Background: an optimization exercise with open tools, aiming at small area, a short achievable clock period and few clock cycles. Do not read the settings as production practice.
Function was checked by simulation only, so behaviour that the tests miss may differ from the original.

File: design/flow/config.mk
export PLATFORM = sky130hd
export DESIGN_NAME = systolic_array_tile
export DESIGN_NICKNAME = systolic_array_tile
export VERILOG_FILES = /design/flow/design.v
export SDC_FILE = /design/flow/constraint.sdc
export NUM_CORES = 4
export LEC_CHECK = 0
export CAP_MARGIN = 20
export CORE_MARGIN = 2
export CORE_UTILIZATION = 60
export CTS_CLUSTER_DIAMETER = 80
export CTS_CLUSTER_SIZE = 25
export SETUP_SLACK_MARGIN = 4.2
export SLEW_MARGIN = 20
export SYNTH_HIERARCHICAL = 1
export TNS_END_PERCENT = 0
File: design/flow/constraint.sdc
create_clock -name core_clock -period 6.5 [get_ports {clk_i}]
set_input_delay 1.3000 -clock core_clock [delete_from_list [all_inputs] [get_ports {clk_i}]]
set_output_delay 1.3000 -clock core_clock [all_outputs]
set_load 0.01 [all_outputs]
File: design/flow/design.v
module systolic_array_tile #(
    parameter int unsigned ROWS   = 4,
    parameter int unsigned COLS   = 4,
    parameter int unsigned DATA_W = 8,
    parameter int unsigned ACC_W  = 32,
    parameter int unsigned MAX_K  = 256,
    parameter int unsigned K_W    = $clog2(MAX_K + 1),
    localparam int unsigned ROW_W = (ROWS > 1) ? $clog2(ROWS) : 1
) (
    input  logic                    clk_i,
    input  logic                    rst_ni,
    input  logic                    start_i,
    input  logic [K_W-1:0]          k_len_i,
    output logic                    busy_o,
    input  logic                    op_valid_i,
    output logic                    op_ready_o,
    input  logic [ROWS*DATA_W-1:0]  a_i,
    input  logic [COLS*DATA_W-1:0]  b_i,
    output logic                    c_valid_o,
    input  logic                    c_ready_i,
    output logic [COLS*ACC_W-1:0]   c_o,
    output logic [ROW_W-1:0]        c_row_o,
    output logic                    c_last_o,
    output logic                    done_o
);
    localparam int unsigned RES_W = 24;    
    localparam logic [ROW_W-1:0] LAST_ROW = ROW_W'(ROWS - 1);
    logic               r_busy;
    logic               r_op_ready;
    logic               r_c_valid;
    logic               r_c_last;
    logic               r_done;
    logic               r_pend;      
    logic               r_pend2;     
    logic [K_W-1:0]     r_cnt;       
    logic [ROW_W-1:0]   r_row;
    logic w_start, w_accept, w_last_beat, w_take_row;
    assign w_start     = !r_busy && start_i;
    assign w_accept    = r_op_ready && op_valid_i;
    assign w_last_beat = w_accept && (r_cnt == K_W'(1));
    assign w_take_row  = r_c_valid && c_ready_i;
    logic               n_busy, n_op_ready, n_c_valid, n_c_last, n_done, n_pend;
    logic [K_W-1:0]     n_cnt;
    logic [ROW_W-1:0]   n_row;
    always_comb begin
        n_busy     = r_busy;
        n_op_ready = r_op_ready;
        n_c_valid  = r_c_valid;
        n_c_last   = r_c_last;
        n_done     = 1'b0;
        n_pend     = (w_start && (k_len_i == '0)) || w_last_beat;
        n_cnt      = r_cnt;
        n_row      = r_row;
        if (w_start) begin
            n_busy     = 1'b1;
            n_cnt      = k_len_i;
            n_op_ready = (k_len_i != '0);
        end
        if (w_accept) begin
            n_cnt = r_cnt - 1'b1;
            if (w_last_beat) n_op_ready = 1'b0;
        end
        if (r_pend2) begin
            n_c_valid = 1'b1;
            n_c_last  = (LAST_ROW == '0);
            n_row     = '0;
        end
        if (w_take_row) begin
            n_row    = r_row + 1'b1;
            n_c_last = (r_row == LAST_ROW - 1'b1);
            if (r_row == LAST_ROW) begin
                n_c_valid = 1'b0;
                n_c_last  = 1'b0;
                n_busy    = 1'b0;
                n_done    = 1'b1;
            end
        end
    end
    always_ff @(posedge clk_i or negedge rst_ni) begin
        if (!rst_ni) begin
            r_busy     <= 1'b0;
            r_op_ready <= 1'b0;
            r_c_valid  <= 1'b0;
            r_c_last   <= 1'b0;
            r_done     <= 1'b0;
            r_pend     <= 1'b0;
            r_pend2    <= 1'b0;
            r_cnt      <= '0;
            r_row      <= '0;
        end else begin
            r_busy     <= n_busy;
            r_op_ready <= n_op_ready;
            r_c_valid  <= n_c_valid;
            r_c_last   <= n_c_last;
            r_done     <= n_done;
            r_pend     <= n_pend;
            r_pend2    <= r_pend;
            r_cnt      <= n_cnt;
            r_row      <= n_row;
        end
    end
    logic [ROW_W+3:0] w_port_q;
    sa_ff #(.W(ROW_W + 4)) u_port (
        .clk_i  (clk_i),
        .rst_ni (rst_ni),
        .d      ({n_row, n_c_last, n_c_valid, n_op_ready, n_busy}),
        .q      (w_port_q)
    );
    logic [DATA_W-1:0] r_a  [ROWS];
    logic [3:0]        r_bo [COLS];
    logic [3:0]        r_bt [COLS];
    logic [3:0]        r_bn [COLS];
    always_ff @(posedge clk_i) begin
        for (int r = 0; r < ROWS; r++) r_a[r] <= a_i[r*DATA_W +: DATA_W];
    end
    for (genvar c = 0; c < COLS; c++) begin : g_benc
        logic [DATA_W:0] w_bx;    
        logic [3:0]      w_bo, w_bt, w_bn;
        assign w_bx = {b_i[c*DATA_W +: DATA_W], 1'b0};
        for (genvar m = 0; m < 4; m++) begin : g_dig
            assign w_bo[m] = w_bx[2*m+1] ^ w_bx[2*m];
            assign w_bt[m] = (w_bx[2*m+2] & ~w_bx[2*m+1] & ~w_bx[2*m])
                           | (~w_bx[2*m+2] & w_bx[2*m+1] & w_bx[2*m]);
            assign w_bn[m] = w_bx[2*m+2];
        end
        always_ff @(posedge clk_i) begin
            r_bo[c] <= w_accept ? w_bo : '0;
            r_bt[c] <= w_accept ? w_bt : '0;
            r_bn[c] <= w_accept ? w_bn : '0;
        end
    end
    localparam int unsigned NB = 7;      
    logic [RES_W-1:0] w_vn  [ROWS][COLS];
    logic [NB-1:0]    w_cyn [ROWS][COLS];
    for (genvar r = 0; r < ROWS; r++) begin : g_row
        for (genvar c = 0; c < COLS; c++) begin : g_col
            sa_mac u_mac (
                .clk_i  (clk_i),
                .rst_ni (rst_ni),
                .start  (w_start),
                .a      (r_a[r]),
                .bo     (r_bo[c]),
                .bt     (r_bt[c]),
                .bn     (r_bn[c]),
                .vn     (w_vn[r][c]),
                .cyn    (w_cyn[r][c])
            );
        end
    end
    for (genvar c = 0; c < COLS; c++) begin : g_out
        logic [ROWS*RES_W-1:0] w_vn_col;
        logic [ROWS*NB-1:0]    w_cyn_col;
        logic [RES_W-1:0]      w_c;
        for (genvar r = 0; r < ROWS; r++) begin : g_r
            assign w_vn_col[r*RES_W +: RES_W] = w_vn[r][c];
            assign w_cyn_col[r*NB +: NB]      = w_cyn[r][c];
        end
        sa_out u_out (
            .clk_i  (clk_i),
            .rst_ni (rst_ni),
            .pend   (r_pend),
            .pend2  (r_pend2),
            .take   (w_take_row),
            .vn     (w_vn_col),
            .cyn    (w_cyn_col),
            .c      (w_c)
        );
        assign c_o[c*ACC_W +: ACC_W] = {{(ACC_W-RES_W){w_c[RES_W-1]}}, w_c};
    end
    assign busy_o     = w_port_q[0];
    assign op_ready_o = w_port_q[1];
    assign c_valid_o  = w_port_q[2];
    assign c_last_o   = w_port_q[3];
    assign c_row_o    = w_port_q[ROW_W+3:4];
    assign done_o     = r_done;
endmodule
module sa_out #(
    parameter int unsigned ROWS  = 4,
    parameter int unsigned RES_W = 24,
    parameter int unsigned NB    = 7
) (
    input  logic                   clk_i,
    input  logic                   rst_ni,
    input  logic                   pend,     
    input  logic                   pend2,    
    input  logic                   take,     
    input  logic [ROWS*RES_W-1:0]  vn,       
    input  logic [ROWS*NB-1:0]     cyn,      
    output logic [RES_W-1:0]       c
);
    logic [ROWS-1:0]  r_sel;    
    logic [RES_W-1:0] r_c;
    logic [RES_W-1:0] w_vsel;
    logic [NB-1:0]    w_csel;
    logic [RES_W-1:0] w_cy;
    always_ff @(posedge clk_i or negedge rst_ni) begin
        if (!rst_ni) begin
            r_sel <= '0;
        end else if (pend) begin
            r_sel <= ROWS'(1);
        end else if (pend2 || take) begin
            r_sel <= r_sel << 1;
        end
    end
    logic [RES_W-1:0] w_vn_or;
    logic [NB-1:0]    w_cn_or;
    always_comb begin
        w_vn_or = '0;
        w_cn_or = '0;
        for (int r = 0; r < ROWS; r++) begin
            if (r_sel[r]) begin
                w_vn_or = w_vn_or | vn[r*RES_W +: RES_W];
                w_cn_or = w_cn_or | cyn[r*NB +: NB];
            end
        end
    end
    assign w_vsel = ~w_vn_or;
    assign w_csel = ~w_cn_or;
    assign w_cy = {1'b0, 1'b0, 1'b0, 1'b0, 1'b0, 1'b0, 1'b0, w_csel[6], 1'b0, w_csel[5], 1'b0, w_csel[4], 1'b0, w_csel[3], 1'b0, w_csel[2], 1'b0, w_csel[1], 1'b0, w_csel[0], 1'b0, 1'b0, 1'b0, 1'b0};    
    always_ff @(posedge clk_i) begin
        if (pend2 || take) r_c <= w_vsel + w_cy;
    end
    assign c = r_c;
endmodule
module sa_ff #(
    parameter int unsigned W = 1
) (
    input  logic         clk_i,
    input  logic         rst_ni,
    input  logic [W-1:0] d,
    output logic [W-1:0] q
);
    always_ff @(posedge clk_i or negedge rst_ni) begin
        if (!rst_ni) q <= '0;
        else         q <= d;
    end
endmodule
module sa_mac (
    input  logic        clk_i,
    input  logic        rst_ni,
    input  logic        start,    
    input  logic [7:0]  a,
    input  logic [3:0]  bo,       
    input  logic [3:0]  bt,       
    input  logic [3:0]  bn,       
    output logic [23:0] vn,        
    output logic [6:0]  cyn        
);
    logic          r_clr;    
    logic [23:0] r_vn;
    logic [6:0]  r_cyn;
    logic [23:0] w_vn;
    logic [6:0]  w_cyn;
    always_ff @(posedge clk_i or negedge rst_ni) begin
        if (!rst_ni) r_clr <= 1'b0;
        else         r_clr <= start;
    end
    always_ff @(posedge clk_i) begin
        r_vn  <= w_vn;
        r_cyn <= w_cyn;
    end
    assign vn  = r_vn;
    assign cyn = r_cyn;
    wire   clr = r_clr;
    wire pp_0_0 = ~(bo[0] & a[0]) ^ bn[0];
    wire pp_0_1 = ~((bo[0] & a[1]) | (bt[0] & a[0])) ^ bn[0];
    wire pp_0_2 = ~((bo[0] & a[2]) | (bt[0] & a[1])) ^ bn[0];
    wire pp_0_3 = ~((bo[0] & a[3]) | (bt[0] & a[2])) ^ bn[0];
    wire pp_0_4 = ~((bo[0] & a[4]) | (bt[0] & a[3])) ^ bn[0];
    wire pp_0_5 = ~((bo[0] & a[5]) | (bt[0] & a[4])) ^ bn[0];
    wire pp_0_6 = ~((bo[0] & a[6]) | (bt[0] & a[5])) ^ bn[0];
    wire pp_0_7 = ~((bo[0] & a[7]) | (bt[0] & a[6])) ^ bn[0];
    wire pp_0_8 = ~(~((bo[0] & a[7]) | (bt[0] & a[7])) ^ bn[0]);
    wire nbn_0 = bn[0];
    wire pp_1_0 = ~(bo[1] & a[0]) ^ bn[1];
    wire pp_1_1 = ~((bo[1] & a[1]) | (bt[1] & a[0])) ^ bn[1];
    wire pp_1_2 = ~((bo[1] & a[2]) | (bt[1] & a[1])) ^ bn[1];
    wire pp_1_3 = ~((bo[1] & a[3]) | (bt[1] & a[2])) ^ bn[1];
    wire pp_1_4 = ~((bo[1] & a[4]) | (bt[1] & a[3])) ^ bn[1];
    wire pp_1_5 = ~((bo[1] & a[5]) | (bt[1] & a[4])) ^ bn[1];
    wire pp_1_6 = ~((bo[1] & a[6]) | (bt[1] & a[5])) ^ bn[1];
    wire pp_1_7 = ~((bo[1] & a[7]) | (bt[1] & a[6])) ^ bn[1];
    wire pp_1_8 = ~(~((bo[1] & a[7]) | (bt[1] & a[7])) ^ bn[1]);
    wire nbn_1 = bn[1];
    wire pp_2_0 = ~(bo[2] & a[0]) ^ bn[2];
    wire pp_2_1 = ~((bo[2] & a[1]) | (bt[2] & a[0])) ^ bn[2];
    wire pp_2_2 = ~((bo[2] & a[2]) | (bt[2] & a[1])) ^ bn[2];
    wire pp_2_3 = ~((bo[2] & a[3]) | (bt[2] & a[2])) ^ bn[2];
    wire pp_2_4 = ~((bo[2] & a[4]) | (bt[2] & a[3])) ^ bn[2];
    wire pp_2_5 = ~((bo[2] & a[5]) | (bt[2] & a[4])) ^ bn[2];
    wire pp_2_6 = ~((bo[2] & a[6]) | (bt[2] & a[5])) ^ bn[2];
    wire pp_2_7 = ~((bo[2] & a[7]) | (bt[2] & a[6])) ^ bn[2];
    wire pp_2_8 = ~(~((bo[2] & a[7]) | (bt[2] & a[7])) ^ bn[2]);
    wire nbn_2 = bn[2];
    wire pp_3_0 = ~(bo[3] & a[0]) ^ bn[3];
    wire pp_3_1 = ~((bo[3] & a[1]) | (bt[3] & a[0])) ^ bn[3];
    wire pp_3_2 = ~((bo[3] & a[2]) | (bt[3] & a[1])) ^ bn[3];
    wire pp_3_3 = ~((bo[3] & a[3]) | (bt[3] & a[2])) ^ bn[3];
    wire pp_3_4 = ~((bo[3] & a[4]) | (bt[3] & a[3])) ^ bn[3];
    wire pp_3_5 = ~((bo[3] & a[5]) | (bt[3] & a[4])) ^ bn[3];
    wire pp_3_6 = ~((bo[3] & a[6]) | (bt[3] & a[5])) ^ bn[3];
    wire pp_3_7 = ~((bo[3] & a[7]) | (bt[3] & a[6])) ^ bn[3];
    wire pp_3_8 = ~(~((bo[3] & a[7]) | (bt[3] & a[7])) ^ bn[3]);
    wire nbn_3 = bn[3];
    wire [23:0] vg_w = ~(r_vn | {24{clr}});
    wire [6:0] cg_w = ~(r_cyn | {7{clr}});
    wire vg_0 = vg_w[0];
    wire vg_1 = vg_w[1];
    wire vg_2 = vg_w[2];
    wire vg_3 = vg_w[3];
    wire vg_4 = vg_w[4];
    wire vg_5 = vg_w[5];
    wire vg_6 = vg_w[6];
    wire vg_7 = vg_w[7];
    wire vg_8 = vg_w[8];
    wire vg_9 = vg_w[9];
    wire vg_10 = vg_w[10];
    wire vg_11 = vg_w[11];
    wire vg_12 = vg_w[12];
    wire vg_13 = vg_w[13];
    wire vg_14 = vg_w[14];
    wire vg_15 = vg_w[15];
    wire cg_0 = cg_w[0];
    wire cg_1 = cg_w[1];
    wire cg_2 = cg_w[2];
    wire cg_3 = cg_w[3];
    wire cg_4 = cg_w[4];
    wire cg_5 = cg_w[5];
    wire cg_6 = cg_w[6];
    wire [7:0] hi_n = ~vg_w[23:16] + 1'b1;
    wire hi_16 = hi_n[0];
    wire hi_17 = hi_n[1];
    wire hi_18 = hi_n[2];
    wire hi_19 = hi_n[3];
    wire hi_20 = hi_n[4];
    wire hi_21 = hi_n[5];
    wire hi_22 = hi_n[6];
    wire hi_23 = hi_n[7];
    wire hs0, hc0;
    wire hs1, hc1;
    wire fs0, fc0;
    wire hs2, hc2;
    wire fs1, fc1;
    wire hs3, hc3;
    wire fs2, fc2;
    wire fs3, fc3;
    wire fs4, fc4;
    wire fs5, fc5;
    wire fs6, fc6;
    wire fs7, fc7;
    wire fs8, fc8;
    wire hs4, hc4;
    wire fs9, fc9;
    wire hs5, hc5;
    wire hs6, hc6;
    wire hs7, hc7;
    wire fs10, fc10;
    wire fs11, fc11;
    wire fs12, fc12;
    wire fs13, fc13;
    wire fs14, fc14;
    wire fs15, fc15;
    wire fs16, fc16;
    wire fs17, fc17;
    wire fs18, fc18;
    wire fs19, fc19;
    wire hs8, hc8;
    wire hs9, hc9;
    wire hs10, hc10;
    wire fs20, fc20;
    wire fs21, fc21;
    wire fs22, fc22;
    wire fs23, fc23;
    wire fs24, fc24;
    wire fs25, fc25;
    wire fs26, fc26;
    wire fs27, fc27;
    wire fs28, fc28;
    wire fs29, fc29;
    wire fs30, fc30;
    wire fs31, fc31;
    wire fs32, fc32;
    wire fs33, fc33;
    wire hs11, hc11;
    assign hs0 = nbn_3 ^ vg_6;
    assign hc0 = ~nbn_3 | ~vg_6;
    assign hs1 = vg_8;
    assign hc1 = vg_8;
    sa_fa u_fs0 (.x(nbn_2), .y(vg_4), .z(cg_0), .s(fs0), .c(fc0));
    assign hs2 = vg_5 ^ pp_0_5;
    assign hc2 = ~vg_5 | pp_0_5;
    sa_fa u_fs1 (.x(cg_1), .y(hs0), .z(~pp_0_6), .s(fs1), .c(fc1));
    assign hs3 = pp_1_4 ^ pp_2_2;
    assign hc3 = pp_1_4 | pp_2_2;
    sa_fa u_fs2 (.x(~vg_7), .y(hc0), .z(pp_0_7), .s(fs2), .c(fc2));
    sa_fa u_fs3 (.x(pp_1_5), .y(pp_2_3), .z(pp_3_1), .s(fs3), .c(fc3));
    sa_fa u_fs4 (.x(~cg_2), .y(hs1), .z(pp_0_8), .s(fs4), .c(fc4));
    sa_fa u_fs5 (.x(pp_1_6), .y(pp_2_4), .z(pp_3_2), .s(fs5), .c(fc5));
    assign fs6 = vg_9 ^ hc1;
    assign fc6 = ~vg_9 & ~hc1;
    sa_fa u_fs7 (.x(pp_1_7), .y(pp_2_5), .z(pp_3_3), .s(fs7), .c(fc7));
    sa_fa u_fs8 (.x(vg_10), .y(cg_3), .z(~pp_1_8), .s(fs8), .c(fc8));
    assign hs4 = pp_2_6 ^ pp_3_4;
    assign hc4 = pp_2_6 | pp_3_4;
    assign fs9 = vg_11 ^ pp_2_7;
    assign fc9 = ~vg_11 & pp_2_7;
    assign hs5 = vg_12 ^ cg_4;
    assign hc5 = ~vg_12 | ~cg_4;
    assign hs6 = nbn_1 ^ vg_2;
    assign hc6 = ~nbn_1 | ~vg_2;
    assign hs7 = vg_3 ^ pp_0_3;
    assign hc7 = ~vg_3 | pp_0_3;
    sa_fa u_fs10 (.x(pp_0_4), .y(pp_1_2), .z(pp_2_0), .s(fs10), .c(fc10));
    sa_fa u_fs11 (.x(pp_1_3), .y(pp_2_1), .z(~fc0), .s(fs11), .c(fc11));
    sa_fa u_fs12 (.x(pp_3_0), .y(hc2), .z(~hs3), .s(fs12), .c(fc12));
    sa_fa u_fs13 (.x(hc3), .y(~fc1), .z(fs2), .s(fs13), .c(fc13));
    sa_fa u_fs14 (.x(fc2), .y(fc3), .z(fs4), .s(fs14), .c(fc14));
    sa_fa u_fs15 (.x(fs6), .y(fc4), .z(fc5), .s(fs15), .c(fc15));
    sa_fa u_fs16 (.x(~hs4), .y(fc6), .z(fc7), .s(fs16), .c(fc16));
    sa_fa u_fs17 (.x(pp_3_5), .y(hc4), .z(~fc8), .s(fs17), .c(fc17));
    sa_fa u_fs18 (.x(~hs5), .y(pp_2_8), .z(pp_3_6), .s(fs18), .c(fc18));
    assign fs19 = vg_13 ^ hc5;
    assign fc19 = ~vg_13 & hc5;
    assign hs8 = vg_14 ^ cg_5;
    assign hc8 = ~vg_14 | ~cg_5;
    assign hs9 = nbn_0 ^ vg_0;
    assign hc9 = ~nbn_0 | ~vg_0;
    assign hs10 = vg_1 ^ pp_0_1;
    assign hc10 = ~vg_1 | pp_0_1;
    sa_fa u_fs20 (.x(~hs6), .y(pp_0_2), .z(pp_1_0), .s(fs20), .c(fc20));
    sa_fa u_fs21 (.x(hc6), .y(pp_1_1), .z(hs7), .s(fs21), .c(fc21));
    sa_fa u_fs22 (.x(hc7), .y(~fs0), .z(fs10), .s(fs22), .c(fc22));
    sa_fa u_fs23 (.x(hs2), .y(fc10), .z(fs11), .s(fs23), .c(fc23));
    sa_fa u_fs24 (.x(~fs1), .y(fc11), .z(fs12), .s(fs24), .c(fc24));
    wire fs25_t;
    sa_x2 u_fs25_t (.a(fs3), .b(fc12), .y(fs25_t));
    sa_x2 u_fs25_s (.a(fs25_t), .b(fs13), .y(fs25));
    sa_mxi u_fs25_c (.s(fs25_t), .d1(fs13), .d0(fs3), .y(fc25));
    wire fs26_t;
    sa_x2 u_fs26_t (.a(fs5), .b(fc13), .y(fs26_t));
    sa_x2 u_fs26_s (.a(fs26_t), .b(fs14), .y(fs26));
    sa_mxi u_fs26_c (.s(fs26_t), .d1(fs14), .d0(fs5), .y(fc26));
    wire fs27_t;
    sa_x2 u_fs27_t (.a(fs7), .b(fc14), .y(fs27_t));
    sa_x2 u_fs27_s (.a(fs27_t), .b(fs15), .y(fs27));
    sa_mxi u_fs27_c (.s(fs27_t), .d1(fs15), .d0(fs7), .y(fc27));
    wire fs28_t;
    sa_x2 u_fs28_t (.a(fc15), .b(fs8), .y(fs28_t));
    sa_x2 u_fs28_s (.a(fs28_t), .b(fs16), .y(fs28));
    sa_mxi u_fs28_c (.s(fs28_t), .d1(fc15), .d0(fs16), .y(fc28));
    wire fs29_t;
    sa_x2 u_fs29_t (.a(fc16), .b(fs9), .y(fs29_t));
    sa_x2 u_fs29_s (.a(fs29_t), .b(fs17), .y(fs29));
    sa_mxi u_fs29_c (.s(fs29_t), .d1(fc16), .d0(fs17), .y(fc29));
    wire fs30_t;
    sa_x2 u_fs30_t (.a(fc9), .b(fs18), .y(fs30_t));
    sa_x2 u_fs30_s (.a(fs30_t), .b(fc17), .y(fs30));
    sa_mxi u_fs30_c (.s(fs30_t), .d1(fc17), .d0(fc9), .y(fc30));
    sa_fa u_fs31 (.x(pp_3_7), .y(~fs19), .z(fc18), .s(fs31), .c(fc31));
    sa_fa u_fs32 (.x(~hs8), .y(pp_3_8), .z(fc19), .s(fs32), .c(fc32));
    assign fs33 = vg_15 ^ hc8;
    assign fc33 = ~vg_15 & hc8;
    assign hs11 = cg_6 ^ hi_16;
    assign hc11 = ~cg_6 | hi_16;
    wire [23:0] row_x = {hi_23, hi_22, hi_21, hi_20, hi_19, hi_18, hc11, fc33, fc32, fc31, ~fc30, ~fc29, ~fc28, ~fc27, ~fc26, ~fc25, fc24, fc23, fc22, fc21, fc20, hc10, hc9, ~hs9};
    wire [23:0] row_y = {1'b1, 1'b1, 1'b1, 1'b1, 1'b1, 1'b1, hi_17, hs11, ~fs33, fs32, fs31, fs30, ~fs29, ~fs28, fs27, fs26, fs25, fs24, fs23, fs22, fs21, fs20, hs10, pp_0_0};
    wire bp_0, bc_1;
    sa_x2 u_bp_0 (.a(row_x[0]), .b(row_y[0]), .y(bp_0));
    wire bp_1, bc_2;
    sa_x2 u_bp_1 (.a(row_x[1]), .b(row_y[1]), .y(bp_1));
    wire bp_2, bc_3;
    sa_x2 u_bp_2 (.a(row_x[2]), .b(row_y[2]), .y(bp_2));
    wire bp_3, bc_4;
    sa_x2 u_bp_3 (.a(row_x[3]), .b(row_y[3]), .y(bp_3));
    wire bg_0 = row_x[0] | row_y[0];
    wire bg_1 = row_x[1] & row_y[1];
    wire bg_2 = row_x[2] & row_y[2];
    wire bg_3 = row_x[3] & row_y[3];
    assign bc_1 = (bg_0);
    assign bc_2 = (bg_0 & bp_1) | (bg_1);
    assign bc_3 = (bg_0 & bp_1 & bp_2) | (bg_1 & bp_2) | (bg_2);
    assign bc_4 = (bg_0 & bp_1 & bp_2 & bp_3) | (bg_1 & bp_2 & bp_3) | (bg_2 & bp_3) | (bg_3);
    assign w_vn[0] = ~bp_0;
    sa_x2 u_bs_1 (.a(bp_1), .b(bc_1), .y(w_vn[1]));
    sa_x2 u_bs_2 (.a(bp_2), .b(bc_2), .y(w_vn[2]));
    sa_x2 u_bs_3 (.a(bp_3), .b(bc_3), .y(w_vn[3]));
    assign w_cyn[0] = bc_4;
    wire bp_4, bc_5;
    sa_x2 u_bp_4 (.a(row_x[4]), .b(row_y[4]), .y(bp_4));
    wire bp_5, bc_6;
    sa_x2 u_bp_5 (.a(row_x[5]), .b(row_y[5]), .y(bp_5));
    wire bg_4 = row_x[4] | row_y[4];
    wire bg_5 = row_x[5] & row_y[5];
    assign bc_5 = (bg_4);
    assign bc_6 = (bg_4 & bp_5) | (bg_5);
    assign w_vn[4] = ~bp_4;
    sa_x2 u_bs_5 (.a(bp_5), .b(bc_5), .y(w_vn[5]));
    assign w_cyn[1] = bc_6;
    wire bp_6, bc_7;
    sa_x2 u_bp_6 (.a(row_x[6]), .b(row_y[6]), .y(bp_6));
    wire bp_7, bc_8;
    sa_x2 u_bp_7 (.a(row_x[7]), .b(row_y[7]), .y(bp_7));
    wire bg_6 = row_x[6] | row_y[6];
    wire bg_7 = row_x[7] & row_y[7];
    assign bc_7 = (bg_6);
    assign bc_8 = (bg_6 & bp_7) | (bg_7);
    assign w_vn[6] = ~bp_6;
    sa_x2 u_bs_7 (.a(bp_7), .b(bc_7), .y(w_vn[7]));
    assign w_cyn[2] = bc_8;
    wire bp_8, bc_9;
    sa_x2 u_bp_8 (.a(row_x[8]), .b(row_y[8]), .y(bp_8));
    wire bp_9, bc_10;
    sa_x2 u_bp_9 (.a(row_x[9]), .b(row_y[9]), .y(bp_9));
    wire bg_8 = row_x[8] | row_y[8];
    wire bg_9 = row_x[9] & row_y[9];
    assign bc_9 = (bg_8);
    assign bc_10 = (bg_8 & bp_9) | (bg_9);
    assign w_vn[8] = ~bp_8;
    sa_x2 u_bs_9 (.a(bp_9), .b(bc_9), .y(w_vn[9]));
    assign w_cyn[3] = bc_10;
    wire bp_10, bc_11;
    sa_x2 u_bp_10 (.a(row_x[10]), .b(row_y[10]), .y(bp_10));
    wire bp_11, bc_12;
    sa_x2 u_bp_11 (.a(row_x[11]), .b(row_y[11]), .y(bp_11));
    wire bg_10 = row_x[10] | row_y[10];
    wire bg_11 = row_x[11] & row_y[11];
    assign bc_11 = (bg_10);
    assign bc_12 = (bg_10 & bp_11) | (bg_11);
    assign w_vn[10] = ~bp_10;
    sa_x2 u_bs_11 (.a(bp_11), .b(bc_11), .y(w_vn[11]));
    assign w_cyn[4] = bc_12;
    wire bp_12, bc_13;
    sa_x2 u_bp_12 (.a(row_x[12]), .b(row_y[12]), .y(bp_12));
    wire bp_13, bc_14;
    sa_x2 u_bp_13 (.a(row_x[13]), .b(row_y[13]), .y(bp_13));
    wire bg_12 = row_x[12] | row_y[12];
    wire bg_13 = row_x[13] & row_y[13];
    assign bc_13 = (bg_12);
    assign bc_14 = (bg_12 & bp_13) | (bg_13);
    assign w_vn[12] = ~bp_12;
    sa_x2 u_bs_13 (.a(bp_13), .b(bc_13), .y(w_vn[13]));
    assign w_cyn[5] = bc_14;
    wire bp_14, bc_15;
    sa_x2 u_bp_14 (.a(row_x[14]), .b(row_y[14]), .y(bp_14));
    wire bp_15, bc_16;
    sa_x2 u_bp_15 (.a(row_x[15]), .b(row_y[15]), .y(bp_15));
    wire bg_14 = row_x[14] | row_y[14];
    wire bg_15 = row_x[15] & row_y[15];
    assign bc_15 = (bg_14);
    assign bc_16 = (bg_14 & bp_15) | (bg_15);
    assign w_vn[14] = ~bp_14;
    sa_x2 u_bs_15 (.a(bp_15), .b(bc_15), .y(w_vn[15]));
    assign w_cyn[6] = bc_16;
    assign w_vn[23:16] = row_x[23:16] + row_y[23:16] + 8'(1);
endmodule
module sa_fa (input logic x, input logic y, input logic z, output logic s, output logic c);
    assign s = x ^ y ^ z;
    assign c = (x & y) | (x & z) | (y & z);
endmodule
module sa_x2 (input logic a, input logic b, output logic y);
    assign y = a ^ b;
endmodule
module sa_mxi (input logic s, input logic d1, input logic d0, output logic y);
    assign y = ~(s ? d1 : d0);
endmodule
File: design/flow/run.sh
#!/bin/bash
# synth_recipe.tcl (not shown) runs the flow's synth.tcl, then flattens the netlist and writes it again
# the make line also repeats each setting of config.mk as NAME=value (left out here)
make -C /OpenROAD-flow-scripts/flow DESIGN_CONFIG=/design/flow/config.mk WORK_HOME=/design/flow/orfs CLKGATE_MAP_FILE= SYNTH_SCRIPT=/design/flow/synth_recipe.tcl finish
==> results.toml <==
[place]
dp_hpwl_um = 114000
gp_congestion = 0.896
portBuffers = 212

[cts]
clkTransAtPathRegs_ps = 100
cts_hold_buf = 0
clock-sinks = 728
worstSkewPairLatency_ps = 700
cts_buffer_depth = 3
cts_tree = "done"
cts_root_buf = "clkbuf_16"
cts_max_level = 2
cts_inserted_buffers = 48

[yosys]
synth_nets = 7284
synthFlopType = "dfxtp_1"
syn_area_um2 = 61900
ys_types = 73
ys_seq_elements = 728
synth_xor_area_share_pct = 19.1
avgSynthCellArea_um2 = 9.55
yosys.area_share.adder_pct = 19.5
synth_edf_count = 96
synthMuxAreaShare_pct = 2.51
postSynth.asyncResetShare_pct = 7.69
synth_top_family_by_area = "adder cells"
yosysWarnings = 20
syn-instance-count = 6482
ys_seq_area_share_pct = 25.6
yosys.area_share.simple_pct = 10.0
synth_compound_area_share_pct = 15.3

[sta]
finalCritPeriodShare_pct = 45.3
finalSetupViolations = 0
tns_ps = 0
slew_violations = 0
worst_clock_skew_ps = 41.4
rsz0062_at_grt = "true"
max_slew_margin_pct = 18.7
fmax_mhz = 340
worst_pin_slew_ps = 1220
fin_crit_ps = 2940
hold_viol = 0

[route]
num_vias = 48000
via_per_inst = 6.03
wire_per_inst_um = 23.8
drtIter0Drc = 4511
finalWirelength_um = 190000
ant_nets = 0
drtPass1Iterations = 6
drc = 0

[setup_path]
r2r_setup_slack_ps = 3560
crit_chain = "buf_12 > a22oi_2 > xnor2_1 > ha_1 > inv_1 > fa_1 > fa_1 > or2_1 > a22o_1"
end_kind = "register"
cp_slowest_stage_delay_ps = 500
cpMaxStageDelayCell = "fa_1"
cp_max_fo = 36
critPathLaunchType = "register"
r2r-end = "g_row[2].g_col[2].u_mac.r_cyn[2]"
cp_data_arrival_time_ps = 3530
rr_worst_depth = 9
r2r_start = "r_bo[2][1]"
critPathKind = "register to register"
cp.required_ps = 7090
crit_top_cell = "fa_1"

[finish]
fin_util_pct = 69.3
area_growth_pct = 14.3
drive_above_1_share_pct = 13.8
antenna_cells = 0
nNetsFinal = 7362

[floorplan]
die_y_um = 325
rows = 117
start_util_pct = 60.7
die_x_um = 325
dieArea_um2 = 106000
core_um2 = 102000
pin_count = 213

[grt]
antenna_found_initial = 11
track_usage_pct = 34.7
grt_overflow = 0
grt_pass1_wl_um = 285000
grt_max_degree = 57
grt_pass1_vias = 47300

[hold_path]
whs_path_depth = 2
holdPathEnd = "g_out[0].u_out.r_sel[3]"
hold_class = "register to register"
hold_path.startpoint = "g_out[0].u_out.r_sel[3]"

[run]
maxCapViolations = 0

[status]
status = "finished clean"
modules after synthesis, one instance, submodules excluded, excerpt:
module               times used  cells inside  cell area [um2]  flops+latches
sa_fa                       384             1             20.0              0
sa_mac                       16           270             2250             32
sa_mxi                       96             1             10.0              0
sa_out                        4           195             2130             28
sa_x2                       592             1             8.76              0
systolic_array_tile           1           304             3390             98
cell type report:
class / count / area, um2
repair buffers: 485 / 5870
repair inverters: 3 / 22.5
multi-input cells: 4526 / 42400
well taps: 1368 / 1710
fillers: 7976 / 31300
inverters: 768 / 2900
clock inverters: 34 / 412
flip-flops and latches: 728 / 16100
clock buffers: 56 / 1310
worst max-delay path: cells and delay by family, from the launching register on:
kind	cells	cell delay (ps)
AND/OR/NAND/NOR	1	280
adder cells (fa/ha/maj)	3	1240
buffers and inverters	2	370
flip-flops	1	370
AO/OA/AOI/OAI	2	340
XOR/XNOR	1	240
cells in the mapped netlist (all sizes together) (66+ instances only):
cell type	n	area, um2
edfxtp	96	2880
a221oi	100	1180
xor2	1056	9250
buf	99	758
a22oi	552	4310
inv	768	2880
nand2	164	616
nand3	72	380
mux2i	117	1370
a22o	176	1540
a21oi	66	330
nor2	404	1520
fa	400	8010
or2	200	1250
dfxtp	576	11500
ha	324	4050
o21ai	123	616
clkbuf	361	1360
xnor2	292	2560
what timing repair did:
action	in CTS	in global routing
pin swaps	44	41
buffers inserted	127	28
endpoints found under the setup margin	749	756
resized for setup	476	112
gates cloned	13	12
flip-flops by register name (all words and copies together), names as in the netlist, 2 cells and up:
register,count
g_row.g_col.u_mac.r_vn,384
g_row.g_col.u_mac.r_cyn,112
g_out.u_out.r_c,96
r_a,32
g_out.u_out.r_sel,16
g_row.g_col.u_mac.r_clr,16
r_bn,16
r_bo,16
r_bt,16
r_cnt,9
u_port.q,6
r_row,2
layout by cell type, fill, tap and decap left out, types with 111 or more instances in the layout:
master	instances
a22o_1	174
a22oi_1	513
buf_4	111
dfxtp_1	509
dlygate4sd2_1	129
fa_1	353
ha_1	302
inv_1	700
nand2_1	163
nor2_1	381
or2_1	200
xnor2_1	292
xor2_1	972
layer usage:
metal	global-route usage [%]	wire length, um	vias to the layer above
met5	0	96	-
met4	12.5	8100	16
met3	9.35	20200	441
met2	53.6	82900	2042
met1	46.8	78700	23900
li1	-	-	21600
per-stage QoR:
stage | setup slack [ps] | std cells | instance area, um2 | hold WS, ps
after floorplan | 3810 | 6482 | 62900 | 469
after global placement | 2650 | 7697 | 64900 | 509
after detailed placement | 2630 | 7698 | 65000 | 501
after CTS | 3650 | 7928 | 69600 | 527
after global routing | 3390 | 7968 | 70700 | 546
final | 3560 | 7968 | 70700 | 528
how the worst max path moves through the flow:
stage                                        from                                to  slack (ps)
floorplan           g_row[0].g_col[0].u_mac.r_clr   g_row[0].g_col[0].u_mac.r_vn[9]        3810
CTS                       g_out[2].u_out.r_sel[0]            g_out[2].u_out.r_c[16]        3650
global placement                        c_ready_i             g_out[3].u_out.r_c[8]        2650
global route                            r_a[1][3]  g_row[1].g_col[0].u_mac.r_vn[11]        3390
finish                                 r_bo[2][1]  g_row[2].g_col[2].u_mac.r_cyn[2]        3560
detailed placement                      c_ready_i             g_out[2].u_out.r_c[8]        2630
kinds of logic after synthesis:
logic type | after synthesis
mux | 133
compound gates | 1171
simple gates | 1150
fa+ha+maj | 724
buf+inv | 1228
xor+xnor | 1348
flops | 728
Testbench counts, summed over its fixed seeds: cycles 10,800.

afterwards: timing with drivers on the ports:
The flow's constraints put no driver on any port. The routed layout listed below was extracted and timed again, unchanged, in two steps. Step 1 (the two cells are an assumption about what drives the block):
set clk [get_ports {clk_i}]
set_driving_cell -lib_cell sky130_fd_sc_hd__clkbuf_16 $clk
set_driving_cell -lib_cell sky130_fd_sc_hd__buf_2 [delete_from_list [all_inputs] $clk]
Step 2 moves the port delays by t, midway between the first and last clock arrival at a register: inputs arrive t later, outputs are due t later. That takes back most of the time a late clock gives input paths. Slacks: no drivers / after step 1 / after step 2; pairs: no drivers / after step 1.
t (ns): 0.757
setup slack, ns: 3.556 / 3.556 / 2.952
hold WS [ns]: 0.528 / 0.528 / 0.528
latest minus earliest clock arrival (ns): 0.042 / 0.042
pins driven straight from the clock port: 1
After both steps this run still meets setup and hold. The setup slack of this run moves by 0.000 ns with the drivers and by -0.604 ns with both steps.
